Source: an optimization exercise on an open RTL-to-GDS flow (aim: small area and a short achievable clock period). Production flows keep margins and buffers that such runs may drop.
In this exercise RTL edits were held to simulation tests only and were not proved equivalent to the original.
Power is estimated from default activity; no workload was simulated.

==> constraint.sdc <==
create_clock -name core_clock -period 7.5 [get_ports {clk}]
set_input_delay 1.5000 -clock core_clock [delete_from_list [all_inputs] [get_ports {clk}]]
set_output_delay 1.5000 -clock core_clock [all_outputs]
set_load 0.01 [all_outputs]
==> config.mk <==
export PLATFORM = sky130hd
export DESIGN_NAME = raw_to_rgb_top
export DESIGN_NICKNAME = raw_to_rgb_top
export VERILOG_FILES = /design/flow/design.v
export SDC_FILE = /design/flow/constraint.sdc
export NUM_CORES = 4
export LEC_CHECK = 0
export CAP_MARGIN = 20
export CORE_MARGIN = 2
export CORE_UTILIZATION = 65
export CTS_CLUSTER_DIAMETER = 60
export CTS_CLUSTER_SIZE = 24
export PLACE_DENSITY = 0.75
export SETUP_SLACK_MARGIN = 4.9
export SLEW_MARGIN = 20
==> run.sh <==
#!/bin/bash
# synth_recipe.tcl (not shown) runs the flow's synth.tcl, then flattens the netlist and writes it again
# the make line also repeats each setting of config.mk as NAME=value (left out here)
make -C /OpenROAD-flow-scripts/flow DESIGN_CONFIG=/design/flow/config.mk WORK_HOME=/design/flow/orfs CLKGATE_MAP_FILE= SYNTH_SCRIPT=/design/flow/synth_recipe.tcl finish
==> design.v <==
package demosaic_pkg;
    localparam int IMG_HDISP    = 32;                   
    localparam int IMG_VDISP    = 16;                   
    localparam int COL_W        = $clog2(IMG_HDISP);    
    localparam int ROW_W        = $clog2(IMG_VDISP);    
    localparam int PIPE_LATENCY = 3;
    localparam int CHAIN_LEN    = 4*IMG_HDISP;
    typedef logic [7:0]       pixel_t;                  
    typedef logic [COL_W-1:0] col_t;                    
    typedef logic [ROW_W-1:0] row_t;                    
    typedef logic [8:0]       pair_t;                   
endpackage
`timescale 1ns/1ps
module line_buffer
#(
    parameter int LEN = demosaic_pkg::CHAIN_LEN
)
(
    input  logic           clk,
    input  logic           shift,
    input  demosaic_pkg::pixel_t din,
    output logic [8*LEN-1:0] taps                      
);
    always_ff @(posedge clk)
    begin
        if (shift)
            taps <= {taps[8*(LEN-1)-1:0], din};
    end
endmodule
`timescale 1ns/1ps
module window_5x5
(
    input  logic    clk,
    input  logic    shift,                             
    input  demosaic_pkg::pixel_t  din,                 
    input  demosaic_pkg::row_t    row_nxt,             
    input  demosaic_pkg::col_t    col_nxt,             
    output demosaic_pkg::pixel_t  c,                   
    output demosaic_pkg::pixel_t  c_out,               
    output demosaic_pkg::pair_t   h1,                  
    output demosaic_pkg::pair_t   v1,                  
    output demosaic_pkg::pair_t   h2,                  
    output demosaic_pkg::pair_t   v2,                  
    output demosaic_pkg::pair_t   da,                  
    output demosaic_pkg::pair_t   db                   
);
    localparam int LEN = demosaic_pkg::CHAIN_LEN;
    logic [8*LEN-1:0] taps;
    line_buffer #(.LEN(LEN)) line_buffer_i (
        .clk   (clk),
        .shift (shift),
        .din   (din),
        .taps  (taps)
    );
    function automatic demosaic_pkg::pixel_t e(input int p);     
        e = (p < 0) ? din : taps[8*p +: 8];
    endfunction
    demosaic_pkg::pair_t s_h1, s_v1, s_h2, s_v2, s_da, s_db;
    always_ff @(posedge clk)
    begin
        s_h1 <= e(63-1)  + e(65-1);
        s_v1 <= e(32-1)  + e(96-1);
        s_h2 <= e(62-1)  + e(66-1);
        s_v2 <= e(0-1)   + e(128-1);
        s_da <= e(31-1)  + e(33-1);
        s_db <= e(95-1)  + e(97-1);
    end
    logic f_h1, o_h1, f_v1, o_v1, f_h2, o_h2, z_h2, f_v2, o_v2;
    logic f_da, o_da, f_db, o_db, f_c, f_c1, f_c2;
    always_ff @(posedge clk)
    begin
        f_h1 <= row_nxt >= 2 && col_nxt >= 3;          
        o_h1 <= row_nxt >= 2 && (col_nxt == 1 || col_nxt == 2);
        f_v1 <= row_nxt >= 3 && col_nxt >= 2;          
        o_v1 <= row_nxt == 1 || row_nxt == 2 ? col_nxt >= 2 : 1'b0;
        f_h2 <= row_nxt >= 2 && col_nxt >= 4;          
        o_h2 <= row_nxt >= 2 && col_nxt >= 1 && col_nxt <= 3;
        z_h2 <= row_nxt >= 2 && col_nxt == 0;          
        f_v2 <= row_nxt >= 4 && col_nxt >= 2;          
        o_v2 <= row_nxt <= 3 && col_nxt >= 2;
        f_da <= row_nxt >= 1 && col_nxt >= 3;          
        o_da <= row_nxt >= 1 && (col_nxt == 1 || col_nxt == 2);
        f_db <= row_nxt >= 3 && col_nxt >= 3;          
        o_db <= row_nxt >= 3 && (col_nxt == 1 || col_nxt == 2);
        f_c  <= row_nxt >= 2 && col_nxt >= 2;          
        f_c1 <= f_c;
        f_c2 <= f_c1;
    end
    function automatic demosaic_pkg::pair_t pick(input logic f, input demosaic_pkg::pair_t s,
                                                 input logic o, input demosaic_pkg::pixel_t t);
        pick = ({9{f}} & s) | ({9{o}} & {1'b0, t});
    endfunction
    assign c  = f_c ? e(64) : 8'h00;
    assign c_out = f_c2 ? e(66) : 8'h00;
    assign h1 = pick(f_h1, s_h1, o_h1, e(63));
    assign v1 = pick(f_v1, s_v1, o_v1, e(32));
    assign h2 = pick(f_h2, s_h2, o_h2, e(62)) | pick(1'b0, '0, z_h2, e(63));
    assign v2 = pick(f_v2, s_v2, o_v2, e(0));
    assign da = pick(f_da, s_da, o_da, e(31));
    assign db = pick(f_db, s_db, o_db, e(95));
endmodule
`timescale 1ns/1ps
module bayer_kernel
(
    input  logic       clk,
    input  demosaic_pkg::pixel_t     c,                
    input  demosaic_pkg::pixel_t     c_out,            
    input  demosaic_pkg::pair_t      h1,
    input  demosaic_pkg::pair_t      v1,
    input  demosaic_pkg::pair_t      h2,
    input  demosaic_pkg::pair_t      v2,
    input  demosaic_pkg::pair_t      da,
    input  demosaic_pkg::pair_t      db,
    input  demosaic_pkg::row_t       row_nxt,          
    input  demosaic_pkg::col_t       col_nxt,
    input  logic [1:0] mirror,
    output demosaic_pkg::pixel_t     red,
    output demosaic_pkg::pixel_t     green,
    output demosaic_pkg::pixel_t     blue
);
    typedef logic [13:0] acc_t;                        
    function automatic logic [27:0] csa(input acc_t a, input acc_t b, input acc_t c);
        acc_t s, k;
        s   = a ^ b ^ c;
        k   = (a & b) | (a & c) | (b & c);
        csa = {k[12:0], 1'b0, s};
    endfunction
    function automatic logic [41:0] reduce8(input acc_t x1, input acc_t x2, input acc_t x3,
                                            input acc_t x4, input acc_t x5, input acc_t x6,
                                            input acc_t x7, input acc_t x8);
        acc_t p1, p2, q1, q2, r1, r2, t1, t2, u1, u2;
        {p1, p2} = csa(x1, x2, x3);
        {q1, q2} = csa(x4, x5, x6);
        {r1, r2} = csa(p1, p2, q1);
        {t1, t2} = csa(q2, x7, x8);
        {u1, u2} = csa(r1, r2, t1);
        reduce8  = {u1, u2, t2};
    endfunction
    function automatic demosaic_pkg::pixel_t clamp8(input logic [9:0] v);
        if (v[9])
            clamp8 = 8'h00;
        else if (v[8])
            clamp8 = 8'hff;
        else
            clamp8 = v[7:0];
    endfunction
    logic [1:0] r_par;                                 
    logic [1:0] site;                                  
    logic       rb;                                    
    always_comb
    begin
        case (mirror)
            2'd3:    r_par = 2'b11;
            2'd2:    r_par = 2'b10;
            2'd0:    r_par = 2'b01;
            default: r_par = 2'b00;
        endcase
    end
    always_ff @(posedge clk)
    begin
        site <= {row_nxt[0], col_nxt[0]} ^ r_par;
        rb   <= (row_nxt[0] ^ col_nxt[0]) == (r_par[1] ^ r_par[0]);
    end
    acc_t a1, a2, a3, a4, a5, a6, a7;
    acc_t b1, b2, b3, b4, b5, b6, b7, b8;
    logic [41:0] ar, br;
    always_comb
    begin
        a1 = {2'b11, rb, c, 1'b1, !rb, 1'b0};
        a2 = rb ? acc_t'({h1, 2'b00})  : acc_t'({h1, 3'b000});
        a3 = rb ? acc_t'({v1, 2'b00})  : acc_t'({3'b000, 1'b1, 1'b0, c, 1'b0});
        a4 = acc_t'({~h2, 1'b0});
        a5 = rb ? acc_t'({~v2, 1'b0})  : acc_t'(v2);
        a6 = rb ? '0                   : acc_t'({~da, 1'b0});
        a7 = rb ? '0                   : acc_t'({~db, 1'b0});
        b1 = {3'b110, c, 2'b11, rb};
        b2 = rb ? acc_t'({4'b0001, c, 2'b00}) : acc_t'({4'b0001, 1'b0, c, 1'b0});
        b3 = rb ? acc_t'({da, 2'b00})  : acc_t'({~da, 1'b0});
        b4 = rb ? acc_t'({db, 2'b00})  : acc_t'({~db, 1'b0});
        b5 = acc_t'({~v2, 1'b0});
        b6 = rb ? acc_t'({~h2, 1'b0})  : acc_t'({v1, 3'b000});
        b7 = rb ? acc_t'({~h2})        : acc_t'(h2);
        b8 = rb ? acc_t'({~v2})        : '0;
        ar = reduce8(a1, a4, a2, a3, a5, a6, a7, '0);
        br = reduce8(b1, b5, b2, b3, b4, b6, b7, b8);
    end
    logic [41:0] ar1, br1;
    logic [1:0] site1;
    always_ff @(posedge clk)
    begin
        ar1   <= ar;
        br1   <= br;
        site1 <= site;
    end
    acc_t as, ac, bs, bc, sa, sb;
    logic [9:0] ea2, eb2;
    logic [1:0] site2;
    always_comb
    begin
        {ac, as} = csa(ar1[41:28], ar1[27:14], ar1[13:0]);
        {bc, bs} = csa(br1[41:28], br1[27:14], br1[13:0]);
        sa = as + ac;
        sb = bs + bc;
    end
    always_ff @(posedge clk)
    begin
        ea2   <= sa[13:4];
        eb2   <= sb[13:4];
        site2 <= site1;
    end
    demosaic_pkg::pixel_t ea, eb;
    assign ea = clamp8(ea2);
    assign eb = clamp8(eb2);
    always_ff @(posedge clk)
    begin
        case (site2)
            2'b00:                                     
            begin
                red   <= c_out;
                green <= ea;
                blue  <= eb;
            end
            2'b11:                                     
            begin
                red   <= eb;
                green <= ea;
                blue  <= c_out;
            end
            2'b01:                                     
            begin
                red   <= ea;
                green <= c_out;
                blue  <= eb;
            end
            default:                                   
            begin
                red   <= eb;
                green <= c_out;
                blue  <= ea;
            end
        endcase
    end
endmodule
`timescale 1ns/1ps
module frame_ctrl
(
    input  logic clk,
    input  logic rst_n,
    input  logic vsync,
    input  logic href,
    input  logic hsync,
    output logic href_q,                               
    output logic line_end,
    output logic frame_start,
    output logic post_vsync,
    output logic post_href,
    output logic post_hsync
);
    logic                                   vsync_q;   
    logic [demosaic_pkg::PIPE_LATENCY-1:0]  vsync_dly;
    logic [demosaic_pkg::PIPE_LATENCY-1:0]  href_dly;
    logic [demosaic_pkg::PIPE_LATENCY-1:0]  hsync_dly;
    always_ff @(posedge clk)
    begin
        vsync_q <= vsync;
        href_q  <= href;
    end
    assign line_end    = href_q && !href;              
    assign frame_start = vsync && !vsync_q;            
    always_ff @(posedge clk or negedge rst_n)
    begin
        if (!rst_n)
        begin
            vsync_dly <= '0;
            href_dly  <= '0;
            hsync_dly <= '0;
        end
        else
        begin
            vsync_dly <= {vsync_dly[demosaic_pkg::PIPE_LATENCY-2:0], vsync};
            href_dly  <= {href_dly[demosaic_pkg::PIPE_LATENCY-2:0], href};
            hsync_dly <= {hsync_dly[demosaic_pkg::PIPE_LATENCY-2:0], hsync};
        end
    end
    assign post_vsync = vsync_dly[demosaic_pkg::PIPE_LATENCY-1];
    assign post_href  = href_dly[demosaic_pkg::PIPE_LATENCY-1];
    assign post_hsync = hsync_dly[demosaic_pkg::PIPE_LATENCY-1];
endmodule
`timescale 1ns/1ps
module position_counter
(
    input  logic clk,
    input  logic href,
    input  logic line_end,
    input  logic frame_start,
    output demosaic_pkg::row_t row,
    output demosaic_pkg::col_t col,
    output demosaic_pkg::row_t row_nxt,                
    output demosaic_pkg::col_t col_nxt
);
    assign col_nxt = href ? col + 1'b1 : '0;
    assign row_nxt = frame_start ? '0 :                
                     line_end    ? row + 1'b1 :        
                                   row;
    always_ff @(posedge clk)
    begin
        col <= col_nxt;
        row <= row_nxt;
    end
endmodule
`timescale 1ns/1ps
module raw_to_rgb_top
(
    input  logic       clk,
    input  logic       rst_n,
    input  logic       vsync,
    input  logic       href,
    input  logic       hsync,
    input  logic [1:0] mirror,
    input  demosaic_pkg::pixel_t     raw,
    output logic       post_vsync,
    output logic       post_href,
    output logic       post_hsync,
    output demosaic_pkg::pixel_t     red,
    output demosaic_pkg::pixel_t     green,
    output demosaic_pkg::pixel_t     blue
);
    logic    href_q;
    logic    line_end;
    logic    frame_start;
    demosaic_pkg::row_t    row;                        
    demosaic_pkg::col_t    col;
    demosaic_pkg::row_t    row_nxt;
    demosaic_pkg::col_t    col_nxt;
    demosaic_pkg::pixel_t  raw_q;                      
    logic [1:0]            mirror_q;
    demosaic_pkg::pixel_t  c;                          
    demosaic_pkg::pixel_t  c_out;                      
    demosaic_pkg::pair_t   h1, v1, h2, v2, da, db;
    frame_ctrl frame_ctrl_i (
        .clk         (clk),
        .rst_n       (rst_n),
        .vsync       (vsync),
        .href        (href),
        .hsync       (hsync),
        .href_q      (href_q),
        .line_end    (line_end),
        .frame_start (frame_start),
        .post_vsync  (post_vsync),
        .post_href   (post_href),
        .post_hsync  (post_hsync)
    );
    position_counter position_counter_i (
        .clk         (clk),
        .href        (href),
        .line_end    (line_end),
        .frame_start (frame_start),
        .row         (row),
        .col         (col),
        .row_nxt     (row_nxt),
        .col_nxt     (col_nxt)
    );
    always_ff @(posedge clk)
    begin
        raw_q    <= raw;
        mirror_q <= mirror;                            
    end
    window_5x5 window_5x5_i (
        .clk   (clk),
        .shift (href_q),
        .din     (raw_q),
        .row_nxt (row_nxt),
        .col_nxt (col_nxt),
        .c       (c),
        .c_out   (c_out),
        .h1      (h1),
        .v1      (v1),
        .h2      (h2),
        .v2      (v2),
        .da      (da),
        .db      (db)
    );
    bayer_kernel bayer_kernel_i (
        .clk    (clk),
        .c      (c),
        .c_out  (c_out),
        .h1     (h1),
        .v1     (v1),
        .h2     (h2),
        .v2     (v2),
        .da     (da),
        .db     (db),
        .row_nxt (row_nxt),
        .col_nxt (col_nxt),
        .mirror (mirror_q),
        .red    (red),
        .green  (green),
        .blue   (blue)
    );
endmodule
==> out/qor.txt, run 1 <==
Period minus WS final: 2650 ps
I/O pin count: 42
Leak: 17.4 nW
Worst path most repeated cell: fa_1
IO Port Bufs: 41
Dpl cells: 3103
Pin count of the biggest net entering global routing: 216
Final hold slack: 335 ps
FFs w/ async S/R, synth: 0.722%
Actual slew at the worst max-slew pin: 1070 ps
Drt wl/cell: 21.2 microns
Vias per cell: 5.67
Met2 Track Usage GR: 31.7%
FP Rows: 94
Most frequent cell after synthesis: edfxtp_1
Clock sinks: 1246
Dominant cell type by area after synthesis: edfxtp_1
Top cell type's share of synthesized area: 71.9%
Distinct cell type count after synthesis: 60
Clock transition at path regs: 90 ps
Mapped Cells: 2227
Max stage delay on crit path: 560 ps
Total track usage: 20.7%
CTS root buf: clkbuf_16
DRC viols: 0
Crit path capture type: flop
Initial antenna violation count: 0
H-tree Lvls: 3
Global-route wire length before repair: 105000 microns
Ant diodes: 0
Worst skew pair latency: 650 ps
Final Hold Fails: 0
Number of global-route vias before repair: 18500
Endpoints failing setup: 0
Routed WL: 69800 microns
Post-synthesis sequential area ratio: 82.4%
Grt peak-use layer: met2
Critical path class: reg -> reg
Cts bufs inserted: 71
Initial DRC Count: 1628
Die Y-Extent: 261 microns
Post-route ant nets: 0
CTS tree: yes
Yosys reg bits: 1246
Cell Count, Final, Fillers Out: 3292
Initial Util: 65.3%
Synth Warn #: 6
Die area: 0.0679 sq mm
Fin nets: 2592
RSZ-0062 raised after global routing: true
Layout cell share with drive strength beyond 1: 14.5%
Fillers: 3700
Max-cap violation count: 0
Syn avg cell area: 19.2 sq um
Setup TNS: 0 ps
Drt pass-1 iters: 5
CP cell instances: buf_12 -> clkinv_16 -> a221oi_4 -> a21oi_2 -> fa_1 -> inv_2 -> fa_1 -> inv_2 -> fa_1
HPWL Detailed: 41000 microns
CP max FO: 7
Post-synth top flop: edfxtp_1
Routed vias: 18700
Largest cells by area after synthesis: edfxtp_1, dfxtp_1, fa_1
Core ar.: 0.0655 sq mm
Achievable Freq: 0.377 GHz
Worst path required time: 8010 ps
Met3 usage: 3.41%
Gpl congestion: 0.859
Final period util: 35.4%
Util after Layout: 73.0%
Startpoint types: flop
Outcome: finished clean
Total power per unit cell area: 367 mW/mm^2
Fin Clk Skew: 25.6 ps
Buffer depth of the longest clock path: 3
Die width: 261 microns
Worst min-delay path class: reg -> reg
Peak supply drop: 0.000239 V
Crit path max-delay cell type: fa_1
GR Overflow Total: 0
Post-synth EDFFs: 1024
Commonest cells in the netlist: edfxtp_1, dfxtp_1, inv_1
Met1 GRT Util: 30.7%
Slew headroom: 28.5%
Cts hold-fix bufs: 0
Slew Limit Fails: 0
CP arrival: 3160 ps
Mapped cell area: 0.0428 sq mm
Area grow syn2layout: 11.8%
## state kept, by name, indices dropped and copies added (netlist names), 9 cells and up
register	flops
bayer_kernel_i.eb2	10
window_5x5_i.s_da	9
window_5x5_i.s_h2	9
window_5x5_i.s_v1	9
bayer_kernel_i.br1	37
window_5x5_i.s_db	9
bayer_kernel_i.ea2	10
window_5x5_i.line_buffer_i.taps	1024
window_5x5_i.s_h1	9
window_5x5_i.s_v2	9
bayer_kernel_i.ar1	34
## final timing paths
kind / from / end / slack, ps / cells past startpoint
setup / recovery: bayer_kernel_i.rb / bayer_kernel_i.ar1[20] / 4850 / 9
hold / removal: window_5x5_i.f_c1 / window_5x5_i.f_c2 / 330 / 0
setup reg to reg: bayer_kernel_i.rb / bayer_kernel_i.ar1[20] / 4850 / 9
hold reg to reg: window_5x5_i.f_c1 / window_5x5_i.f_c2 / 330 / 0
max in group asynchronous: rst_n / frame_ctrl_i.href_dly[1] / 6070 / 1
min in group asynchronous: rst_n / frame_ctrl_i.hsync_dly[2] / 1150 / 1
## cell families after synthesis
group | count (synthesis) | share of synthesized area (%)
flip-flops | 1246 | 82.4
other | 1 | 0.00877
AO/OA/AOI/OAI | 249 | 4.02
AND/OR/NAND/NOR | 268 | 2.74
XOR/XNOR | 62 | 1.27
buffers and inverters | 187 | 1.65
multiplexers | 7 | 0.170
adder cells (fa/ha/maj) | 207 | 7.77
## metrics by stage
| stage | setup WS (ps) | instance area (sq um) | power [mW] |
|---|---|---|---|
| detailed placement | 3760 | 44300 | 12.7 |
| CTS | 4780 | 47200 | 17.3 |
| global placement | 3840 | 44300 | 12.5 |
| finish | 4850 | 47800 | 17.5 |
| floorplan | -1460 | 42800 | 11.5 |
| global route | 4770 | 47800 | 18.5 |
## power by group
group          switching (mW)  internal, mW  total, mW
sequential              0.379          8.32       8.70
clock                    2.20          2.10       4.30
combinational            2.56          1.98       4.55
total                    5.14          12.4       17.5
## critical path, delay by kind of cell (launching register included)
| kind | cells | cell delay, ps |
|---|---|---|
| AO/OA/AOI/OAI | 2 | 250 |
| flip-flops | 1 | 410 |
| adder cells (fa/ha/maj) | 3 | 1510 |
| buffers and inverters | 4 | 330 |
## layout by cell type (no fill, tap or decap), types with 25 or more instances in the layout
cell	n
a21oi_1	51
buf_4	47
buf_6	25
clkbuf_1	25
clkbuf_16	75
dfxtp_1	181
edfxtp_1	1024
fa_1	84
ha_1	104
inv_1	122
nand2_1	56
nor2_1	113
xnor2_1	50
## what timing repair did
item | in CTS | in global routing
gates resized for setup | 207 | 107
setup endpoints to repair | 249 | 159
gates cloned | 5 | 3
pin swaps | 18 | 48
buffers inserted | 23 | 27
## layout make-up
type / count / area [sq um] / area share (%)
Inverter: 145 / 571 / 1.19
Sequential cell: 1246 / 35300 / 73.8
Multi-Input combinational cell: 795 / 7310 / 15.3
Tap cell: 864 / 1080 / 2.26
Clock inverter: 30 / 437 / 0.913
Timing Repair Buffer: 109 / 1120 / 2.34
Timing Repair inverter: 2 / 22.5 / 0.0471
Clock buffer: 101 / 1970 / 4.13
## per-layer routing
layer	part of all wire (%)	vias up	wire length, microns
met1	46	9517	31800
met2	47	525	32500
met3	4.5	127	3150
met4	3.4	0	2350
met5	0	-	0
li1	-	8489	-
==> run 2, diff against run 1 <==
--- a/config.mk
+++ b/config.mk
@@ -7,9 +7,9 @@
 export LEC_CHECK = 0
 export CAP_MARGIN = 20
 export CORE_MARGIN = 2
-export CORE_UTILIZATION = 65
+export CORE_UTILIZATION = 70
 export CTS_CLUSTER_DIAMETER = 60
 export CTS_CLUSTER_SIZE = 24
-export PLACE_DENSITY = 0.75
-export SETUP_SLACK_MARGIN = 4.9
+export PLACE_DENSITY = 0.8
+export SETUP_SLACK_MARGIN = 5.0
 export SLEW_MARGIN = 20
==> run 2 against run 1 <==
  * Synthesized area unchanged
  * Largest cell class unchanged
  * Final area shrank 0.56%
  * Total power is 1.8% lower
  * Routed wire length rose by 5.1%
  * Synthesized cell count stayed put
  * Combinational power increased by 0.9%
  * Critical path depth unchanged
  * Sequential power about the same
  * Clock skew fell by 2.4 ps
  * Global-route usage rose by 2.7 points
  * Sequential cell count did not move
  * Clock power down 8.8%
  * Still clean on timing, DRC and antenna
==> out/qor.txt, run 2 <==
CP arrival: 3250 ps (+90 ps)
Endpoints failing setup: 0 (unchanged)
IO Port Bufs: 41 (unchanged)
Fin Clk Skew: 23.2 ps (-2.41 ps)
Dominant cell type by area after synthesis: edfxtp_1
Clock transition at path regs: 90 ps (about the same)
Achievable Freq: 0.373 GHz (-1.1%)
FP Rows: 90 (-4.3%)
Drt pass-1 iters: 6 (+1)
Top routing layer in use: met4
Top cell type's share of synthesized area: 71.9% (unchanged)
Cts bufs inserted: 66 (-7.0%)
Pwr Total: 17.2 mW (-1.8%)
Buffer depth of the longest clock path: 3 (unchanged)
Pin count of the biggest net entering global routing: 219 (+1.4%)
FFs w/ async S/R, synth: 0.722% (unchanged)
CP max FO: 6 (-1)
Met2 wire length: 35600 microns (+9.4%)
Routed wl met3: 3300 microns (+4.5%)
Max-cap violation count: 0 (unchanged)
Most flops, register: window_5x5_i.line_buffer_i.taps
Final Hold Fails: 0 (unchanged)
Ant diodes: 0 (unchanged)
Min-delay src: window_5x5_i.f_c1
CTS tree: yes
Setup TNS: 0 ps (unchanged)
Distinct cell type count after synthesis: 60 (unchanged)
Initial DRC Count: 1521 (-6.6%)
Fin nets: 2603 (+0.42%)
Leak: 17.3 nW (-0.59%)
Die Y-Extent: 251 microns (-3.6%)
Post-synth top flop: edfxtp_1
Worst path required time: 8070 ps (+60 ps)
Clock sinks: 1246 (unchanged)
Depth of the most critical reg-to-reg path: 9 (unchanged)
Post-synthesis sequential area ratio: 82.4% (unchanged)
Post-route ant nets: 0 (unchanged)
Vias per cell: 5.90 (+4.1%)
GR Overflow Total: 0 (unchanged)
Layout cell share with drive strength beyond 1: 15.0% (+0.54 points)
Die width: 251 microns (-3.6%)
Startpoint types: flop
Initial antenna violation count: 2 (+2)
H-tree Lvls: 3 (unchanged)
Metal-1 WL: 32200 microns (+1.4%)
Routed WL: 73400 microns (+5.1%)
CTS root buf: clkbuf_16
Worst hold path stage count: 0 (unchanged)
Core ar.: 0.0604 sq mm (-7.9%)
Worst slack at placement: 3840 ps (+76.6 ps)
Most used cells in the layout excluding fill and tap cells: edfxtp_1, dfxtp_1, inv_1
Global-route wire length before repair: 110000 microns (+4.8%)
I/O pin count: 42 (unchanged)
Drt wl/cell: 22.8 microns (+7.6%)
Syn avg cell area: 19.2 sq um (unchanged)
Seq. cell area: 0.0353 sq mm (about the same)
Worst min-delay path class: reg -> reg
Total power per unit cell area: 362 mW/mm^2 (-1.3%)
Critical path class: reg -> reg
Final period util: 35.8% (+0.38 points)
Area grow syn2layout: 11.2%
Period minus WS final: 2680 ps (+28.7 ps)
Commonest cells in the netlist: edfxtp_1, dfxtp_1, inv_1
Actual slew at the worst max-slew pin: 1060 ps (-12.9 ps)
Largest register FFs: 1024 (unchanged)
Gpl congestion: 0.882 (+2.7%)
Hold Path End: window_5x5_i.f_c2
R2r setup slk: 4820 ps (-30 ps)
Most frequent cell after synthesis: edfxtp_1
FF-to-FF End: bayer_kernel_i.ar1[18]
Fillers: 3033 (-18%)
Peak supply drop: 0.000255 V (+6.7%)
Routed vias: 19000 (+1.7%)
Mapped Cells: 2227 (unchanged)
Mapped cell area: 0.0428 sq mm (unchanged)
Synth Warn #: 6 (unchanged)
Total track usage: 23.4% (+2.7 points)
Area of the multi-input gates: 0.00737 sq mm (+0.77%)
Worst setup margin: 4820 ps (-28.7 ps)
RSZ-0062 raised after global routing: true
Die area: 0.0631 sq mm (-7.0%)
Crit path capture type: flop
Initial Util: 70.9% (+5.6 points)
DRC viols: 0 (unchanged)
Outcome: finished clean
Number of global-route vias before repair: 19100 (+3.0%)
Top Registers: window_5x5_i.line_buffer_i.taps: 1024 flops, bayer_kernel_i.br1: 37 flops, bayer_kernel_i.ar1: 34 flops
Yosys reg bits: 1246 (unchanged)
Slew Limit Fails: 0 (unchanged)
Slew headroom: 29.4% (+0.86 points)
Worst skew pair latency: 630 ps (-20 ps)
HPWL Detailed: 41700 microns (+1.7%)
Post-synth EDFFs: 1024 (unchanged)
Final hold slack: 333 ps (-1.76 ps)
Largest cells by area after synthesis: edfxtp_1, dfxtp_1, fa_1
Most common cell after layout, fill and taps aside: edfxtp_1
FF-to-FF Start: window_5x5_i.f_h1
-- run 2: through the flow --
stage / cell area [sq um] / utilization [%] / instances
3_3_place_gp: 44200 / 73.2 / 3018
2_1_floorplan: 42900 / - / 2228
5_1_grt: 47600 / 78.8 / 3216
3_5_place_dp: 44200 / 73.2 / 3018
6_report: 47600 / 78.8 / 3216
4_1_cts: 47100 / 78.0 / 3197
-- run 2: where the power goes --
| part | total [mW] | internal, mW | switching, mW |
|---|---|---|---|
| clock | 3.92 | 1.81 | 2.11 |
| sequential | 8.72 | 8.32 | 0.396 |
| combinational | 4.59 | 1.97 | 2.62 |
-- run 2: per-layer routing --
layer | global-route usage, % | vias up
met1 | 33.7 | 9723
met3 | 2.99 | 152
met4 | 7.82 | 0
met5 | 0 | -
met2 | 38.3 | 581
li1 | - | 8521
-- run 2: how the worst max path moves through the flow --
stage | from | cells past startpoint | to
6_report | window_5x5_i.f_h1 | 9 | bayer_kernel_i.ar1[18]
4_1_cts | frame_ctrl_i.href_dly[2] | 1 | post_href
3_5_place_dp | bayer_kernel_i.rb | 8 | bayer_kernel_i.ar1[22]
2_1_floorplan | frame_ctrl_i.href_q | 5 | window_5x5_i.o_da
3_3_place_gp | bayer_kernel_i.rb | 8 | bayer_kernel_i.ar1[22]
5_1_grt | window_5x5_i.f_h1 | 9 | bayer_kernel_i.ar1[18]
-- run 2: worst max-delay path: stages, from the launching register on --
cell,delay (ps)
dfxtp_4,400
buf_8,170
a22oi_2,220
buf_4,160
a21oi_2,60
fa_1,480
inv_1,50
fa_1,490
inv_2,50
fa_2,560
-- run 2: what timing repair did --
item,in CTS,in global routing
cloned,2,1
pin swaps,41,36
hold buffers,0,0
buffers inserted,56,17
setup endpoints to repair,272,160
gates resized for setup,228,90
-- run 2: logic make-up (layout without fill, tap and decap cells) --
kind of cell,Yosys count,count (layout),synth area share [%]
flops,1246,1246,82.4
simple gates,268,268,2.74
compound gates,249,249,4.02
fa+ha+maj,207,207,7.77
buf+inv,187,393,1.65
xor+xnor,62,62,1.27
mux,7,7,0.170
other cells,1,2,0.00877
-- run 2: final cells by class --
type,instances,area share [%]
flip-flops and latches,1246,74.3
repair inverters,1,0.0184
multi-input cells,795,15.5
clock buffers,104,3.91
well taps,782,2.06
repair buffers,126,2.57
clock inverters,17,0.505
inverters,145,1.18
==> run 3, diff against run 2 <==
--- a/config.mk
+++ b/config.mk
@@ -7,9 +7,10 @@
 export LEC_CHECK = 0
 export CAP_MARGIN = 20
 export CORE_MARGIN = 2
-export CORE_UTILIZATION = 70
+export CORE_UTILIZATION = 65
 export CTS_CLUSTER_DIAMETER = 60
 export CTS_CLUSTER_SIZE = 24
-export PLACE_DENSITY = 0.8
+export PLACE_DENSITY = 0.75
 export SETUP_SLACK_MARGIN = 5.0
 export SLEW_MARGIN = 20
+export TNS_END_PERCENT = 5
==> run 3 against run 2 <==
  * Largest cell class unchanged
  * Sequential power is 0.5% lower
  * Routed wire length is 6.1% lower
  * Non-clock buffer count is 23 lower
  * Cell count is 1.9% higher
  * Die area is 7.6% higher
  * Still clean on timing, DRC and antenna
  * Combinational power is 12% lower
  * Maximum frequency is 0.75% higher
  * Clock power is 2% higher
  * First-iteration DRC count is 12% higher
  * Register-to-register slack better by 20 ps
  * Clock skew is 3.7 ps higher
==> out/qor.txt, run 3 <==
Number of global-route vias before repair: 18400 (-3.6%)
CTS tree: yes
Most common cell after layout, fill and taps aside: edfxtp_1
Layout cell share with drive strength beyond 1: 11.0% (-4.1 points)
Synth Area in Compound Gates: 4.02% (unchanged)
Post-route ant nets: 0 (unchanged)
Endpoints failing setup: 0 (unchanged)
CP arrival: 3170 ps (-80 ps)
Worst path most repeated cell: fa_1
Final period util: 35.5% (-0.26 points)
Core ar.: 0.0655 sq mm (+8.5%)
Fin nets: 2582 (-0.81%)
Design Area, Final: 0.0471 sq mm (-0.92%)
Worst min-delay path class: reg -> reg
Routed WL: 68900 microns (-6.1%)
Commonest cells in the netlist: edfxtp_1, dfxtp_1, inv_1
Top routing layer in use: met4
Most used cells in the layout excluding fill and tap cells: edfxtp_1, dfxtp_1, inv_1
Die width: 261 microns (+3.7%)
Yosys reg bits: 1246 (unchanged)
Worst skew pair latency: 640 ps (about the same)
Total track usage: 20.4% (-3.0 points)
Proportion of synthesized area in mux cells: 0.170% (unchanged)
Achievable Freq: 0.375 GHz (+0.75%)
RSZ-0062 raised after global routing: true
Worst path required time: 8000 ps (-70 ps)
Distinct cell type count after synthesis: 60 (unchanged)
Initial Util: 65.3% (-5.6 points)
FFs w/ async S/R, synth: 0.722% (unchanged)
Ant diodes: 0 (unchanged)
Top cell type's share of synthesized area: 71.9% (unchanged)
Startpoint types: flop
Initial antenna violation count: 0 (-2)
Global-route wire length before repair: 104000 microns (-5.3%)
Synth Warn #: 6 (unchanged)
Syn avg cell area: 19.2 sq um (unchanged)
Seq. cell area: 0.0353 sq mm (about the same)
Clock sinks: 1246 (unchanged)
Post-synthesis simple-gate area fraction: 2.74% (unchanged)
FP Rows: 94 (+4.4%)
Top Registers: window_5x5_i.line_buffer_i.taps: 1024 flops, bayer_kernel_i.br1: 37 flops, bayer_kernel_i.ar1: 34 flops
HPWL Detailed: 41200 microns (-1.1%)
Max-cap violation count: 0 (unchanged)
Mapped cell area: 0.0428 sq mm (unchanged)
Total power per unit cell area: 355 mW/mm^2 (-2.0%)
Drt pass-1 iters: 5 (-1)
GR Overflow Total: 0 (unchanged)
Clock transition at path regs: 90 ps (about the same)
Mapped Cells: 2227 (unchanged)
Drt wl/cell: 21.0 microns (-7.9%)
Fin Clk Skew: 27.0 ps (+3.74 ps)
Crit path max-delay cell type: fa_1
Initial DRC Count: 1696 (+12%)
Largest family of logic cells by synthesized area: adder cells
Slew Limit Fails: 0 (unchanged)
Area of the multi-input gates: 0.00708 sq mm (-4.0%)
I/O pin count: 42 (unchanged)
Vias per cell: 5.62 (-4.7%)
Setup TNS: 0 ps (unchanged)
Slew headroom: 30.9% (+1.5 points)
Actual slew at the worst max-slew pin: 1040 ps (-22.1 ps)
Area grow syn2layout: 10.1%
Placed cell area: 0.0442 sq mm (+0.19%)
DRC viols: 0 (unchanged)
Gpl congestion: 0.878 (-0.46%)
Cts bufs inserted: 67 (+1.5%)
Routed vias: 18400 (-2.8%)
Post-synthesis sequential area ratio: 82.4% (unchanged)
Routed wl met3: 3240 microns (-1.6%)
Outcome: finished clean
Met2 wire length: 32400 microns (-8.9%)
Peak supply drop: 0.000244 V (-4.4%)
Buffer depth of the longest clock path: 3 (unchanged)
Period minus WS final: 2660 ps (-19.9 ps)
Largest register FFs: 1024 (unchanged)
Metal-1 WL: 31300 microns (-2.7%)
Crit path capture type: flop
Post-Synth XOR/XNOR Area: 1.27% (unchanged)
Most flops, register: window_5x5_i.line_buffer_i.taps
Final Hold Fails: 0 (unchanged)
Pin count of the biggest net entering global routing: 207 (-5.5%)
Leak: 17.2 nW (-0.49%)
Post-synth EDFFs: 1024 (unchanged)
Critical path class: reg -> reg
Dominant cell type by area after synthesis: edfxtp_1
H-tree Lvls: 3 (unchanged)
Fillers: 3789 (+25%)
Die Y-Extent: 261 microns (+3.7%)
CP cell instances: buf_6 -> buf_16 -> buf_4 -> nor2_1 -> a21oi_1 -> fa_1 -> fa_1 -> inv_1 -> fa_1
Max stage delay on crit path: 500 ps (-60 ps)
CTS root buf: clkbuf_16
Post-synth top flop: edfxtp_1
CP max FO: 7 (+1)
Largest cells by area after synthesis: edfxtp_1, dfxtp_1, fa_1
Most frequent cell after synthesis: edfxtp_1
Die area: 0.0679 sq mm (+7.6%)
IO Port Bufs: 41 (unchanged)
Adder-Cell Fraction of Synth Area: 7.77% (unchanged)
run 3: cell count changes in the layout (fill, tap and decap cells not counted), sizes merged:
cell	before	now
inv	152	158
bufbuf	0	1
buf	111	88
clkbuf	106	102
clkinv	10	7
bufinv	1	2
dlygate4sd2	0	1
clkinvlp	0	1
run 3: worst max-delay path, delay by kind of cell (launching register included):
kind	cells	cell delay [ps]
fa+ha+maj	3	1330
buf+inv	4	460
flops	1	390
simple gates	1	250
compound gates	1	100
run 3: layout make-up:
class,count,share of cell area (%)
Sequential cell,1246,74.9
Multi-Input combinational cell,795,15.0
Clock buffer,102,3.99
Tap cell,864,2.29
Timing Repair Buffer,103,1.98
Inverter,145,1.19
Clock inverter,21,0.590
Timing Repair inverter,2,0.0372
run 3: path summary, 6_finish.rpt:
kind	start	endpoint	slack, ps	depth (start not counted)
max in group asynchronous	rst_n	frame_ctrl_i.hsync_dly[1]	6070	1
min in group asynchronous	rst_n	frame_ctrl_i.href_dly[1]	1160	1
min reg2reg	window_5x5_i.f_c1	window_5x5_i.f_c2	330	0
max	bayer_kernel_i.rb	bayer_kernel_i.br1[17]	4840	9
max reg2reg	bayer_kernel_i.rb	bayer_kernel_i.br1[17]	4840	9
min	window_5x5_i.f_c1	window_5x5_i.f_c2	330	0
run 3: what timing repair did:
item,CTS,global route
hold buffers,0,0
resized for setup,209,5
endpoints found under the setup margin,317,297
setup buffers,45,3
cloned,5,0
pin swaps,32,5
run 3: cell families after synthesis:
kind of cell / Yosys count
other: 1
buffers and inverters: 187
DFF: 1246
AOI/OAI and AO/OA: 249
and+or+nand+nor: 268
xor gates and xnor gates: 62
muxes: 7
adders and majority gates: 207
run 3: power breakdown:
part / switching, mW / internal [mW] / total (mW)
clock network: 2.12 / 1.88 / 4.00
registers: 0.370 / 8.31 / 8.68
logic: 2.32 / 1.73 / 4.05
total: 4.81 / 11.9 / 16.7
run 3: metal layers:
metal | track usage [%] | up-vias
met1 | 29.9 | 9385
met2 | 32.3 | 478
met5 | 0 | -
met3 | 3.10 | 107
met4 | 6.48 | 0
li1 | - | 8467
run 3: stage by stage:
step / cells / setup WS [ps] / hold slack (ps) / power, mW / util (%)
6_report: 3278 / 4840 / 332 / 16.7 / 71.9
5_1_grt: 3278 / 4760 / 347 / 17.7 / 71.9
4_1_cts: 3275 / 4820 / 333 / 16.8 / 71.8
3_5_place_dp: 3102 / 3800 / 312 / 12.6 / 67.5
3_3_place_gp: 3102 / 3860 / 316 / 12.4 / 67.5
2_1_floorplan: 2228 / -1460 / 310 / 11.5 / -
==> run 4, diff against run 3 <==
--- a/config.mk
+++ b/config.mk
@@ -13,4 +13,4 @@
 export PLACE_DENSITY = 0.75
 export SETUP_SLACK_MARGIN = 5.0
 export SLEW_MARGIN = 20
-export TNS_END_PERCENT = 5
+export TNS_END_PERCENT = 30
==> run 4 against run 3 <==
  * Synthesized area stayed put
  * Register-to-register slack about the same
  * Via count is 0.80% higher
  * Final area grew 0.94%
  * Clock skew fell by 5.2 ps
  * Non-clock buffer count increased by 15
  * Critical path type unchanged
  * Largest cell class unchanged
  * Largest power group unchanged
==> out/qor.txt, run 4 <==
Outcome: finished clean
I/O pin count: 42 (unchanged)
Fin Clk Skew: 21.7 ps (-5.21 ps)
Largest cells by area after synthesis: edfxtp_1, dfxtp_1, fa_1
Buffer depth of the longest clock path: 3 (unchanged)
Routed vias: 18600 (+0.80%)
CTS root buf: clkbuf_16
Core ar.: 0.0655 sq mm (unchanged)
Initial DRC Count: 1748 (+3.1%)
CP max FO: 4 (-3)
Max-cap violation count: 0 (unchanged)
Most used cells in the layout excluding fill and tap cells: edfxtp_1, dfxtp_1, inv_1
Mapped Cells: 2227 (unchanged)
Startpoint types: flop
GR Overflow Total: 0 (unchanged)
Final period util: 35.5% (about the same)
Critical path class: reg -> reg
CTS tree: yes
Die Y-Extent: 261 microns (unchanged)
Worst min-delay path class: reg -> reg
Final hold slack: 332 ps (-0.0840 ps)
Actual slew at the worst max-slew pin: 1040 ps (+7.99 ps)
Cts bufs inserted: 67 (unchanged)
Pwr Total: 17.1 mW (+2.3%)
Drt pass-1 iters: 7 (+2)
Drt wl/cell: 21.0 microns (about the same)
Worst skew pair latency: 630 ps (about the same)
IO Port Bufs: 41 (unchanged)
Cts hold-fix bufs: 0 (unchanged)
Global-route wire length before repair: 104000 microns (+0.34%)
Largest register FFs: 1024 (unchanged)
Vias per cell: 5.64 (+0.34%)
Fillers: 3716 (-1.9%)
Period minus WS final: 2670 ps (+2.38 ps)
Clock sinks: 1246 (unchanged)
DRC viols: 0 (unchanged)
Initial Util: 65.3% (unchanged)
CP arrival: 3170 ps (about the same)
Post-route ant nets: 0 (unchanged)
Slew headroom: 30.3% (-0.53 points)
Top Registers: window_5x5_i.line_buffer_i.taps: 1024 flops, bayer_kernel_i.br1: 37 flops, bayer_kernel_i.ar1: 34 flops
Leak: 17.3 nW (+0.54%)
Crit path to: bayer_kernel_i.ar1[18]
FFs w/ async S/R, synth: 0.722% (unchanged)
Initial antenna violation count: 0 (unchanged)
Worst setup path startpoint: window_5x5_i.f_h2
Slew Limit Fails: 0 (unchanged)
Worst path required time: 8010 ps (about the same)
Number of global-route vias before repair: 18400 (+0.16%)
FP Rows: 94 (unchanged)
Yosys reg bits: 1246 (unchanged)
Layout cell share with drive strength beyond 1: 14.6% (+3.6 points)
Final Hold Fails: 0 (unchanged)
Setup TNS: 0 ps (unchanged)
Pin count of the biggest net entering global routing: 207 (unchanged)
Achievable Freq: 0.375 GHz (about the same)
Fin nets: 2597 (+0.58%)
FF-to-FF Start: window_5x5_i.f_h2
Dominant cell type by area after synthesis: edfxtp_1
Routed WL: 69300 microns (+0.49%)
Commonest cells in the netlist: edfxtp_1, dfxtp_1, inv_1
H-tree Lvls: 3 (unchanged)
Post-synth EDFFs: 1024 (unchanged)
Post-synthesis sequential area ratio: 82.4% (unchanged)
Most frequent cell after synthesis: edfxtp_1
Die width: 261 microns (unchanged)
Synth Warn #: 6 (unchanged)
Syn avg cell area: 19.2 sq um (unchanged)
Total power per unit cell area: 360 mW/mm^2 (+1.4%)
Gpl congestion: 0.878 (unchanged)
Mapped cell area: 0.0428 sq mm (unchanged)
Top cell type's share of synthesized area: 71.9% (unchanged)
Endpoints failing setup: 0 (unchanged)
Most flops, register: window_5x5_i.line_buffer_i.taps
Ant diodes: 0 (unchanged)
Die area: 0.0679 sq mm (unchanged)
HPWL Detailed: 41200 microns (unchanged)
Crit path capture type: flop
R2r setup slk: 4830 ps (about the same)
Distinct cell type count after synthesis: 60 (unchanged)
Worst slack at placement: 3800 ps (unchanged)
Peak supply drop: 0.000243 V (-0.25%)
RSZ-0062 raised after global routing: true
Depth of the most critical reg-to-reg path: 9 (unchanged)
FF-to-FF End: bayer_kernel_i.ar1[18]
Post-synth top flop: edfxtp_1
Total track usage: 20.5% (+0.080 points)
Most common cell after layout, fill and taps aside: edfxtp_1
Clock transition at path regs: 90 ps (about the same)
Area grow syn2layout: 11.2%
Worst setup margin: 4830 ps (-2.38 ps)
==> run 4: repair_timing <==
item                       in CTS  in global routing
pin swaps                      45                 43
gates cloned                    5                  0
resized for setup             247                 74
setup endpoints to repair     317                281
buffers inserted               51                 12
==> run 4: worst min-delay path by stage <==
stage / cells past startpoint / to / from
after global routing: 0 / window_5x5_i.f_c2 / window_5x5_i.f_c1
after floorplan: 0 / bayer_kernel_i.site1[0] / bayer_kernel_i.site[0]
after global placement: 0 / window_5x5_i.f_c2 / window_5x5_i.f_c1
after CTS: 0 / bayer_kernel_i.site1[0] / bayer_kernel_i.site[0]
final: 0 / window_5x5_i.f_c2 / window_5x5_i.f_c1
after detailed placement: 0 / bayer_kernel_i.site1[0] / bayer_kernel_i.site[0]
==> run 4: report_power, final <==
part	switching, mW	internal, mW	total, mW
clock network	2.12	1.88	4.00
registers	0.378	8.32	8.69
logic	2.48	1.94	4.43
==> run 4: critical path: stages, from the launching register on <==
cell and delay, ps:
dfxtp_4 370, buf_6 120, a222oi_1 360, buf_4 230
buf_4 120, fa_1 370, inv_1 80, fa_1 420
inv_2 60, fa_1 390
==> run 4: final cells by class <==
cell class                 count  area, sq um  share of cell area [%]
timing repair buffer         118         1130                    2.37
multi-input combinational    795         7300                    15.4
inverter                     145          561                    1.18
sequential                  1246        35300                    74.2
clock buffer                 102         1880                    3.95
clock inverter                21          278                   0.584
tap                          864         1080                    2.27
timing repair inverter         2         25.0                  0.0526
==> run 4: per-layer routing <==
layer	global-route usage [%]	vias up	share of wire, %	wire length [microns]
met1	30.1	9503	46	31600
met3	3.17	104	4.3	2990
met4	6.21	0	2.6	1770
met5	0	-	0	0
li1	-	8494	-	-
met2	32.5	483	48	32900
==> run 4: cells by family (layout without fill, tap and decap cells) <==
group / Yosys count / count (layout) / share of synthesized area (%)
buf+inv: 187 / 388 / 1.65
compound gates: 249 / 249 / 4.02
simple gates: 268 / 268 / 2.74
xor+xnor: 62 / 62 / 1.27
flops: 1246 / 1246 / 82.4
other cells: 1 / 2 / 0.00877
fa+ha+maj: 207 / 207 / 7.77
mux: 7 / 7 / 0.170
==> run 4: per-stage QoR <==
step	util, %	cell area (sq um)	cells
finish	72.6	47600	3293
global route	72.6	47600	3293
CTS	72.1	47200	3281
detailed placement	67.5	44200	3102
global placement	67.5	44200	3102
floorplan	-	42800	2228
==> run 5, diff against run 4 <==
--- a/config.mk
+++ b/config.mk
@@ -13,4 +13,4 @@
 export PLACE_DENSITY = 0.75
 export SETUP_SLACK_MARGIN = 5.0
 export SLEW_MARGIN = 20
-export TNS_END_PERCENT = 30
+export TNS_END_PERCENT = 0
==> run 5 against run 4 <==
  * Still clean on timing, DRC and antenna
  * Sequential share of layout area increased by 1.0 points
  * Final area down 1.4%
  * Setup slack better by 8.3 ps
  * Die area did not move
  * Synthesized area unchanged
  * Global-route usage is 0.078 points higher
  * Largest power group unchanged
==> out/qor.txt, run 5 <==
Max-cap violation count: 0 (unchanged)
Post-synth EDFFs: 1024 (unchanged)
Final Hold Fails: 0 (unchanged)
Achievable Freq: 0.376 GHz (+0.31%)
Post-synthesis sequential area ratio: 82.4% (unchanged)
Leak: 17.1 nW (-0.99%)
GR Overflow Total: 0 (unchanged)
Crit path capture type: flop
Drt wl/cell: 21.1 microns (+0.13%)
Crit path max-delay cell type: fa_1
Commonest cells in the netlist: edfxtp_1, dfxtp_1, inv_1
Most used cells in the layout excluding fill and tap cells: edfxtp_1, dfxtp_1, inv_1
FFs w/ async S/R, synth: 0.722% (unchanged)
Min-delay src: window_5x5_i.f_c1
Initial DRC Count: 1901 (+8.8%)
Dominant cell type by area after synthesis: edfxtp_1
Mapped cell area: 0.0428 sq mm (unchanged)
Mapped Cells: 2227 (unchanged)
Util after Layout: 71.6% (-0.99 points)
RSZ-0062 raised after global routing: true
Initial antenna violation count: 2 (+2)
Slew headroom: 28.0% (-2.3 points)
FP Rows: 94 (unchanged)
Largest cells by area after synthesis: edfxtp_1, dfxtp_1, fa_1
Worst hold path stage count: 0 (unchanged)
Clock transition at path regs: 90 ps (about the same)
Core ar.: 0.0655 sq mm (unchanged)
H-tree Lvls: 3 (unchanged)
Die width: 261 microns (unchanged)
Fin Clk Skew: 26.0 ps (+4.22 ps)
Worst min-delay path class: reg -> reg
R2r setup slk: 4840 ps (about the same)
Setup TNS: 0 ps (unchanged)
Synth Warn #: 6 (unchanged)
Worst path most repeated cell: fa_1
Most frequent cell after synthesis: edfxtp_1
Global-route wire length before repair: 105000 microns (+0.42%)
Gpl congestion: 0.889 (+1.2%)
Critical path class: reg -> reg
Pwr Total: 16.7 mW (-2.5%)
Fin nets: 2558 (-1.5%)
Number of global-route vias before repair: 18400 (+0.038%)
Die Y-Extent: 261 microns (unchanged)
IO Port Bufs: 41 (unchanged)
CP arrival: 3160 ps (about the same)
Buffer depth of the longest clock path: 3 (unchanged)
Die area: 0.0679 sq mm (unchanged)
Vias per cell: 5.64 (about the same)
Worst path required time: 8000 ps (about the same)
FF-to-FF End: bayer_kernel_i.ar1[23]
Top cell type's share of synthesized area: 71.9% (unchanged)
Cell Count, Final, Fillers Out: 3252 (-1.2%)
FF-to-FF Start: window_5x5_i.line_buffer_i.taps[7]
CTS tree: yes
Hold Path End: window_5x5_i.f_c2
Startpoint types: flop
Routed WL: 68500 microns (-1.1%)
Worst skew pair latency: 630 ps (about the same)
Clock sinks: 1246 (unchanged)
CP cell instances: a22oi_2 -> nand2_1 -> o21a_1 -> fa_1 -> fa_1 -> inv_1 -> fa_1
Buf+Inv Stages, Crit Path: 1 (-4)
CTS root buf: clkbuf_16
Area grow syn2layout: 9.65%
Depth of the most critical reg-to-reg path: 7 (-2)
Most flops, register: window_5x5_i.line_buffer_i.taps
Final period util: 35.4% (-0.11 points)
Cts bufs inserted: 68 (+1.5%)
Critical path's top delay family: adder cells
Most common cell after layout, fill and taps aside: edfxtp_1
Post-synth top flop: edfxtp_1
Actual slew at the worst max-slew pin: 1080 ps (+35.0 ps)
Outcome: finished clean
Initial Util: 65.3% (unchanged)
Routed vias: 18300 (-1.3%)
Largest register FFs: 1024 (unchanged)
Endpoints failing setup: 0 (unchanged)
Dpl cells: 3102 (unchanged)
Peak supply drop: 0.000210 V (-14%)
Layout cell share with drive strength beyond 1: 9.72% (-4.9 points)
Drt pass-1 iters: 5 (-2)
I/O pin count: 42 (unchanged)
Cts hold-fix bufs: 0 (unchanged)
Syn avg cell area: 19.2 sq um (unchanged)
Total track usage: 20.6% (+0.078 points)
Post-route ant nets: 0 (unchanged)
DRC viols: 0 (unchanged)
Period minus WS final: 2660 ps (-8.27 ps)
CP max FO: 3 (-1)
Total power per unit cell area: 356 mW/mm^2 (-1.2%)
Final hold slack: 334 ps (+2.49 ps)
Top Registers: window_5x5_i.line_buffer_i.taps: 1024 flops, bayer_kernel_i.br1: 37 flops, bayer_kernel_i.ar1: 34 flops
Max stage delay on crit path: 500 ps (+80 ps)
HPWL Detailed: 41300 microns (+0.13%)
Pin count of the biggest net entering global routing: 201 (-2.9%)
Yosys reg bits: 1246 (unchanged)
Slew Limit Fails: 0 (unchanged)
Distinct cell type count after synthesis: 60 (unchanged)
Ant diodes: 0 (unchanged)
## run 5: per-layer routing
metal | GRT usage, % | vias up | part of all wire (%)
li1 | - | 8423 | -
met1 | 30.5 | 9338 | 46
met2 | 32.3 | 460 | 46
met3 | 3.17 | 122 | 4.7
met4 | 6.22 | 4 | 2.8
met5 | 0 | - | 0.039
## run 5: layout make-up
| type | instances | area, sq um |
|---|---|---|
| clock buffer | 96 | 1890 |
| clock inverter | 26 | 327 |
| fill | 3852 | 18600 |
| inverter | 145 | 561 |
| multi-input combinational | 795 | 7000 |
| sequential | 1246 | 35300 |
| tap | 864 | 1080 |
| timing repair buffer | 80 | 758 |
## run 5: logic make-up after synthesis
logic type | Yosys count | synth area share, %
flip-flops | 1246 | 82.4
AND/OR/NAND/NOR | 268 | 2.74
AO/OA/AOI/OAI | 249 | 4.02
adder cells (fa/ha/maj) | 207 | 7.77
buffers and inverters | 187 | 1.65
XOR/XNOR | 62 | 1.27
multiplexers | 7 | 0.170
other | 1 | 0.00877
## run 5: what timing repair did
| item | CTS | global route |
|---|---|---|
| endpoints found under the setup margin | 473 | 327 |
| resized for setup | 151 | 32 |
| setup buffers | 16 | 8 |
| pin swaps | 9 | 5 |
| cloned | 3 | 1 |
## run 5: worst max path at each step
stage	startpoint	endpoint	slack, ps	depth (start not counted)
after floorplan	frame_ctrl_i.href_q	window_5x5_i.o_da	-1460	5
after global routing	bayer_kernel_i.rb	bayer_kernel_i.ar1[20]	4770	9
after global placement	bayer_kernel_i.rb	bayer_kernel_i.ar1[22]	3860	9
after detailed placement	bayer_kernel_i.rb	bayer_kernel_i.ar1[22]	3800	9
final	window_5x5_i.line_buffer_i.taps[7]	bayer_kernel_i.ar1[23]	4840	7
after CTS	frame_ctrl_i.hsync_dly[2]	post_hsync	4840	1
## run 5: per-stage QoR
stage          setup WS, ps  instance area (sq um)
3_3_place_gp           3860                  44300
3_5_place_dp           3800                  44300
4_1_cts                4840                  46700
6_report               4840                  46900
2_1_floorplan         -1460                  42800
5_1_grt                4770                  46900
## run 5: where the power goes
part	switching, mW	internal, mW	total, mW	leakage (nW)
clock network	2.14	1.92	4.06	1.07
registers	0.364	8.31	8.68	11.9
logic	2.30	1.65	3.94	4.15
total	4.80	11.9	16.7	17.1
==> run 6, diff against run 5 <==
--- a/config.mk
+++ b/config.mk
@@ -13,4 +13,3 @@
 export PLACE_DENSITY = 0.75
 export SETUP_SLACK_MARGIN = 5.0
 export SLEW_MARGIN = 20
-export TNS_END_PERCENT = 0
==> run 6 against run 5 <==
  * Still clean
  * Register-to-register slack improved by 50 ps
  * Routed wire length increased by 2.2%
  * Clock skew increased by 1.7 ps
  * Critical endpoint is now post_hsync
  * Largest cell class unchanged
  * Highest routed layer is now met4
==> out/qor.txt, run 6 <==
Vias per cell: 5.69 (+0.84%)
CTS root buf: clkbuf_16
Startpoint types: flop
FFs w/ async S/R, synth: 0.722% (unchanged)
Max stage delay on crit path: 370 ps (-130 ps)
Slew headroom: 48.6% (+21 points)
Distinct cell type count after synthesis: 60 (unchanged)
Crit path max-delay cell type: dfrtp_1
Largest register FFs: 1024 (unchanged)
Met2 Track Usage GR: 32.5% (+0.15 points)
Setup TNS: 0 ps (unchanged)
Actual slew at the worst max-slew pin: 771 ps (-309 ps)
Crit path capture type: output port
Worst setup margin: 4870 ps (+29.9 ps)
Buf+Inv Stages, Crit Path: 1 (unchanged)
Post-route ant nets: 0 (unchanged)
Most common cell after layout, fill and taps aside: edfxtp_1
Worst skew pair latency: 640 ps (about the same)
CP arrival: 1130 ps (-2030 ps)
Layout cell share with drive strength beyond 1: 15.5% (+5.8 points)
Most used cells in the layout excluding fill and tap cells: edfxtp_1, dfxtp_1, inv_1
Top cell type's share of synthesized area: 71.9% (unchanged)
Global-route wire length before repair: 105000 microns (+0.28%)
Final Hold Fails: 0 (unchanged)
Clock sinks: 1246 (unchanged)
Leak: 17.4 nW (+1.8%)
Most frequent cell after synthesis: edfxtp_1
Max-cap violation count: 0 (unchanged)
Worst slack at placement: 3870 ps (+74.6 ps)
Commonest cells in the netlist: edfxtp_1, dfxtp_1, inv_1
Final period util: 35.0% (-0.40 points)
Worst path required time: 6000 ps (-2000 ps)
CP max FO: 1 (-2)
Initial Util: 65.3% (unchanged)
Die Y-Extent: 261 microns (unchanged)
Number of global-route vias before repair: 18700 (+1.6%)
Cts bufs inserted: 68 (unchanged)
Cts hold-fix bufs: 0 (unchanged)
CTS tree: yes
Total power per unit cell area: 363 mW/mm^2 (+2.0%)
Util after Layout: 73.1% (+1.5 points)
Critical path's top delay family: flip-flops
RSZ-0062 raised after global routing: true
Pin count of the biggest net entering global routing: 203 (+1.0%)
Dpl cells: 3099 (-0.097%)
Initial DRC Count: 1620 (-15%)
Drt wl/cell: 21.2 microns (+0.60%)
Die width: 261 microns (unchanged)
Most flops, register: window_5x5_i.line_buffer_i.taps
Syn avg cell area: 19.2 sq um (unchanged)
Post-synthesis sequential area ratio: 82.4% (unchanged)
Worst min-delay path class: reg -> reg
DRC viols: 0 (unchanged)
I/O pin count: 42 (unchanged)
Routed WL: 70000 microns (+2.2%)
CP cell instances: buf_2
Dominant cell type by area after synthesis: edfxtp_1
Clock transition at path regs: 90 ps (about the same)
Core ar.: 0.0655 sq mm (unchanged)
R2r setup slk: 4890 ps (+50 ps)
HPWL Detailed: 40800 microns (-1.2%)
H-tree Lvls: 3 (unchanged)
Met3 usage: 3.21% (+0.049 points)
Post-synth EDFFs: 1024 (unchanged)
Slew Limit Fails: 0 (unchanged)
IO Port Bufs: 41 (unchanged)
Gpl congestion: 0.867 (-2.4%)
Fin nets: 2609 (+2.0%)
Largest cells by area after synthesis: edfxtp_1, dfxtp_1, fa_1
Mapped cell area: 0.0428 sq mm (unchanged)
Endpoints failing setup: 0 (unchanged)
FP Rows: 94 (unchanged)
Fin Clk Skew: 27.7 ps (+1.74 ps)
Drt pass-1 iters: 6 (+1)
GR Overflow Total: 0 (unchanged)
Post-synth top flop: edfxtp_1
Routed vias: 18800 (+2.5%)
Achievable Freq: 0.381 GHz (+1.1%)
Ant diodes: 0 (unchanged)
Yosys reg bits: 1246 (unchanged)
Pwr Total: 17.4 mW (+4.1%)
Outcome: finished clean
Buffer depth of the longest clock path: 3 (unchanged)
Critical path class: reg -> out
Area grow syn2layout: 11.9%
Met1 GRT Util: 30.0% (-0.45 points)
Total track usage: 20.6% (+0.058 points)
Grt peak-use layer: met2
Die area: 0.0679 sq mm (unchanged)
Synth Warn #: 6 (unchanged)
Cell Count, Final, Fillers Out: 3304 (+1.6%)
Mapped Cells: 2227 (unchanged)
Top Registers: window_5x5_i.line_buffer_i.taps: 1024 flops, bayer_kernel_i.br1: 37 flops, bayer_kernel_i.ar1: 34 flops
Peak supply drop: 0.000291 V (+39%)
Initial antenna violation count: 0 (-2)
Period minus WS final: 2630 ps (-29.9 ps)
[run 6: routing by layer]
layer	wire length, microns	up-vias
li1	-	8523
met4	2500	0
met5	0	-
met2	32900	529
met1	31300	9600
met3	3310	145
[run 6: final cells by class]
class	instances	area (sq um)
sequential	1246	35300
fill	3678	17600
multi-input combinational	795	7390
clock buffer	100	1900
timing repair buffer	130	1360
tap	864	1080
inverter	145	561
clock inverter	23	280
timing repair inverter	1	8.76
[run 6: repair_timing]
action,in CTS,in global routing
buffers inserted,57,19
endpoints found under the setup margin,602,415
pin swaps,45,35
gates cloned,4,2
resized for setup,244,77
[run 6: cell families (layout without fill, tap and decap cells)]
family	count (synthesis)	after routing	share of synthesized area [%]
DFF	1246	1246	82.4
other	1	2	0.00877
muxes	7	7	0.170
buffers and inverters	187	399	1.65
adders and majority gates	207	207	7.77
xor gates and xnor gates	62	62	1.27
and+or+nand+nor	268	268	2.74
AOI/OAI and AO/OA	249	249	4.02
[run 6: per-stage QoR]
stage                     cell area [sq um]  hold WS, ps
after floorplan                       42900          310
after CTS                             47400          344
final                                 47900          346
after detailed placement              44300          324
after global placement                44300          317
after global routing                  47900          352
[run 6: worst paths after layout]
path | end | startpoint | cells after the start
max | post_hsync | frame_ctrl_i.hsync_dly[2] | 1
min | bayer_kernel_i.site1[0] | bayer_kernel_i.site[0] | 0
max reg2reg | bayer_kernel_i.br1[20] | bayer_kernel_i.rb | 8
min reg2reg | bayer_kernel_i.site1[0] | bayer_kernel_i.site[0] | 0
max in group asynchronous | frame_ctrl_i.vsync_dly[0] | rst_n | 1
min in group asynchronous | frame_ctrl_i.hsync_dly[1] | rst_n | 1
[run 6: where the power goes]
part / switching, mW / internal [mW] / total, mW / leakage, nW
clock network: 2.12 / 1.90 / 4.02 / 1.05
logic: 2.60 / 2.05 / 4.65 / 4.47
registers: 0.379 / 8.32 / 8.70 / 11.9
==> run 7, diff against run 6 <==
--- a/config.mk
+++ b/config.mk
@@ -8,8 +8,10 @@
 export CAP_MARGIN = 20
 export CORE_MARGIN = 2
 export CORE_UTILIZATION = 65
+export CTS_BUF_LIST = sky130_fd_sc_hd__clkbuf_8 sky130_fd_sc_hd__clkbuf_16
 export CTS_CLUSTER_DIAMETER = 60
 export CTS_CLUSTER_SIZE = 24
 export PLACE_DENSITY = 0.75
 export SETUP_SLACK_MARGIN = 5.0
 export SLEW_MARGIN = 20
+export TNS_END_PERCENT = 0
==> run 7 against run 6 <==
  * Clock power barely moved
  * Synthesized area stayed put
  * Core utilization decreased by 1.5 points
  * Non-clock buffer count is 50 lower
  * Largest cell class unchanged
  * Sequential share of layout area up 1.5 points
  * Total power decreased by 4.1%
  * Still clean on timing, DRC and antenna
  * Highest routed layer is now met5
  * Setup slack worse by 40 ps
==> out/qor.txt, run 7 <==
Commonest cells in the netlist: edfxtp_1, dfxtp_1, inv_1
Post-synth EDFFs: 1024 (unchanged)
Startpoint types: flop
Die area: 0.0679 sq mm (unchanged)
Peak supply drop: 0.000210 V (-28%)
Min-delay src: bayer_kernel_i.site[0]
Vias per cell: 5.63 (-0.95%)
Most common cell after layout, fill and taps aside: edfxtp_1
Max stage delay on crit path: 500 ps (+130 ps)
Endpoints failing setup: 0 (unchanged)
Worst min-delay path class: reg -> reg
Ant diodes: 0 (unchanged)
FFs w/ async S/R, synth: 0.722% (unchanged)
Global-route wire length before repair: 105000 microns (-0.28%)
Worst hold path stage count: 0 (unchanged)
Slew Limit Fails: 0 (unchanged)
CP max FO: 3 (+2)
I/O pin count: 42 (unchanged)
Synth Warn #: 6 (unchanged)
Fin Clk Skew: 25.2 ps (-2.46 ps)
Most flops, register: window_5x5_i.line_buffer_i.taps
Die Y-Extent: 261 microns (unchanged)
Mapped cell area: 0.0428 sq mm (unchanged)
Dpl cells: 3102 (+0.097%)
Cts hold-fix bufs: 0 (unchanged)
Largest cells by area after synthesis: edfxtp_1, dfxtp_1, fa_1
Most frequent cell after synthesis: edfxtp_1
Outcome: finished clean
Worst path required time: 8000 ps (+2000 ps)
Drt wl/cell: 21.1 microns (-0.60%)
Placed cell area: 0.0443 sq mm (about the same)
Buf+Inv Stages, Crit Path: 1 (unchanged)
Cts bufs inserted: 68 (unchanged)
Drt pass-1 iters: 7 (+1)
Achievable Freq: 0.375 GHz (-1.5%)
Yosys reg bits: 1246 (unchanged)
Most used cells in the layout excluding fill and tap cells: edfxtp_1, dfxtp_1, inv_1
CP arrival: 3170 ps (+2040 ps)
FF-to-FF End: bayer_kernel_i.ar1[23]
Worst slack at placement: 3800 ps (-74.6 ps)
Initial Util: 65.3% (unchanged)
Design Area, Final: 0.0469 sq mm (-2.1%)
Hold Path End: bayer_kernel_i.site1[0]
DRC viols: 0 (unchanged)
Total power per unit cell area: 355 mW/mm^2 (-2.1%)
Crit path max-delay cell type: fa_1
Number of global-route vias before repair: 18400 (-1.6%)
Syn avg cell area: 19.2 sq um (unchanged)
Leak: 17.2 nW (-1.2%)
Pwr Total: 16.7 mW (-4.1%)
Critical path class: reg -> reg
Distinct cell type count after synthesis: 60 (unchanged)
Cell Count, Final, Fillers Out: 3252 (-1.6%)
Gpl congestion: 0.889 (+2.5%)
Top cell type's share of synthesized area: 71.9% (unchanged)
Max-cap violation count: 0 (unchanged)
Worst skew pair latency: 630 ps (about the same)
Fin nets: 2558 (-2.0%)
Post-route ant nets: 0 (unchanged)
Die width: 261 microns (unchanged)
GR Overflow Total: 0 (unchanged)
Mapped Cells: 2227 (unchanged)
Buffer depth of the longest clock path: 3 (unchanged)
Total track usage: 20.6% (-0.058 points)
CTS root buf: clkbuf_16
Routed WL: 68500 microns (-2.2%)
Initial DRC Count: 1909 (+18%)
FP Rows: 94 (unchanged)
Util after Layout: 71.6% (-1.5 points)
Actual slew at the worst max-slew pin: 1080 ps (+308 ps)
Initial antenna violation count: 2 (+2)
Core ar.: 0.0655 sq mm (unchanged)
Largest register FFs: 1024 (unchanged)
Final Hold Fails: 0 (unchanged)
Clock transition at path regs: 90 ps (about the same)
Slew headroom: 28.1% (-20 points)
Pin count of the biggest net entering global routing: 201 (-0.99%)
Worst path most repeated cell: fa_1
Depth of the most critical reg-to-reg path: 7 (-1)
Layout cell share with drive strength beyond 1: 9.72% (-5.8 points)
Dominant cell type by area after synthesis: edfxtp_1
Setup TNS: 0 ps (unchanged)
Top Registers: window_5x5_i.line_buffer_i.taps: 1024 flops, bayer_kernel_i.br1: 37 flops, bayer_kernel_i.ar1: 34 flops
Worst setup margin: 4830 ps (-39.7 ps)
R2r setup slk: 4830 ps (-60 ps)
RSZ-0062 raised after global routing: true
FF-to-FF Start: window_5x5_i.line_buffer_i.taps[7]
CP cell instances: a22oi_2 -> nand2_1 -> o21a_1 -> fa_1 -> fa_1 -> inv_1 -> fa_1
Final period util: 35.6% (+0.53 points)
Area grow syn2layout: 9.65%
Final hold slack: 335 ps (-11.6 ps)
H-tree Lvls: 3 (unchanged)
Period minus WS final: 2670 ps (+39.7 ps)
Post-synthesis sequential area ratio: 82.4% (unchanged)
Clock sinks: 1246 (unchanged)
Fillers: 3852 (+4.7%)
Routed vias: 18300 (-2.5%)
IO Port Bufs: 41 (unchanged)
Crit path capture type: flop
HPWL Detailed: 41300 microns (+1.2%)
CTS tree: yes
Critical path's top delay family: adder cells
Post-synth top flop: edfxtp_1
-- run 7: cell types whose count changed in the layout (fill, tap and decap cells not counted), sizes merged --
cell,delta
clkinv,+3
clkbuf,-30
buf,-49
bufinv,+1
clkinvlp,+1
inv,+21
dlygate4sd2,+1
-- run 7: timing repair --
| action | 4_1_cts | 5_1_grt |
|---|---|---|
| setup endpoints to repair | 473 | 327 |
| setup buffers | 16 | 8 |
| pin swaps | 9 | 5 |
| gates resized for setup | 151 | 32 |
| cloned | 3 | 1 |
-- run 7: worst reg2reg max path: stages, from the launching register on --
cell	delay [ps]
edfxtp_1	480
a22oi_2	300
nand2_1	150
o21a_1	150
fa_1	450
fa_1	500
inv_1	50
fa_1	450
-- run 7: final cells by class --
type	instances	area [sq um]	area share, %
tap	864	1080	2.30
clock inverter	50	417	0.888
sequential	1246	35300	75.2
multi-input combinational	795	7000	14.9
clock buffer	72	1800	3.84
timing repair buffer	80	758	1.62
inverter	145	561	1.20
-- run 7: power breakdown --
part / switching, mW / internal [mW] / leakage, nW
clock network: 2.14 / 1.89 / 1.17
registers: 0.365 / 8.31 / 11.9
logic: 2.30 / 1.65 / 4.15
-- run 7: logic make-up after synthesis --
| family | count (synthesis) | synth area share [%] |
|---|---|---|
| DFF | 1246 | 82.4 |
| and+or+nand+nor | 268 | 2.74 |
| AOI/OAI and AO/OA | 249 | 4.02 |
| adders and majority gates | 207 | 7.77 |
| buffers and inverters | 187 | 1.65 |
| xor gates and xnor gates | 62 | 1.27 |
| muxes | 7 | 0.170 |
| other | 1 | 0.00877 |
-- run 7: how the worst max path moves through the flow --
stage                                             from                     end  cells after the start
global placement                     bayer_kernel_i.rb  bayer_kernel_i.ar1[22]                      9
CTS                          frame_ctrl_i.hsync_dly[2]              post_hsync                      1
floorplan                          frame_ctrl_i.href_q       window_5x5_i.o_da                      5
global route                         bayer_kernel_i.rb  bayer_kernel_i.ar1[20]                      9
finish              window_5x5_i.line_buffer_i.taps[7]  bayer_kernel_i.ar1[23]                      7
detailed placement                   bayer_kernel_i.rb  bayer_kernel_i.ar1[22]                      9
-- run 7: per-layer routing --
metal / vias up / global-route usage, % / part of all wire, %
met5: - / 0 / 0.019
met4: 2 / 6.22 / 2.8
met3: 118 / 3.17 / 4.4
met2: 443 / 32.3 / 47
met1: 9342 / 30.5 / 46
li1: 8420 / - / -
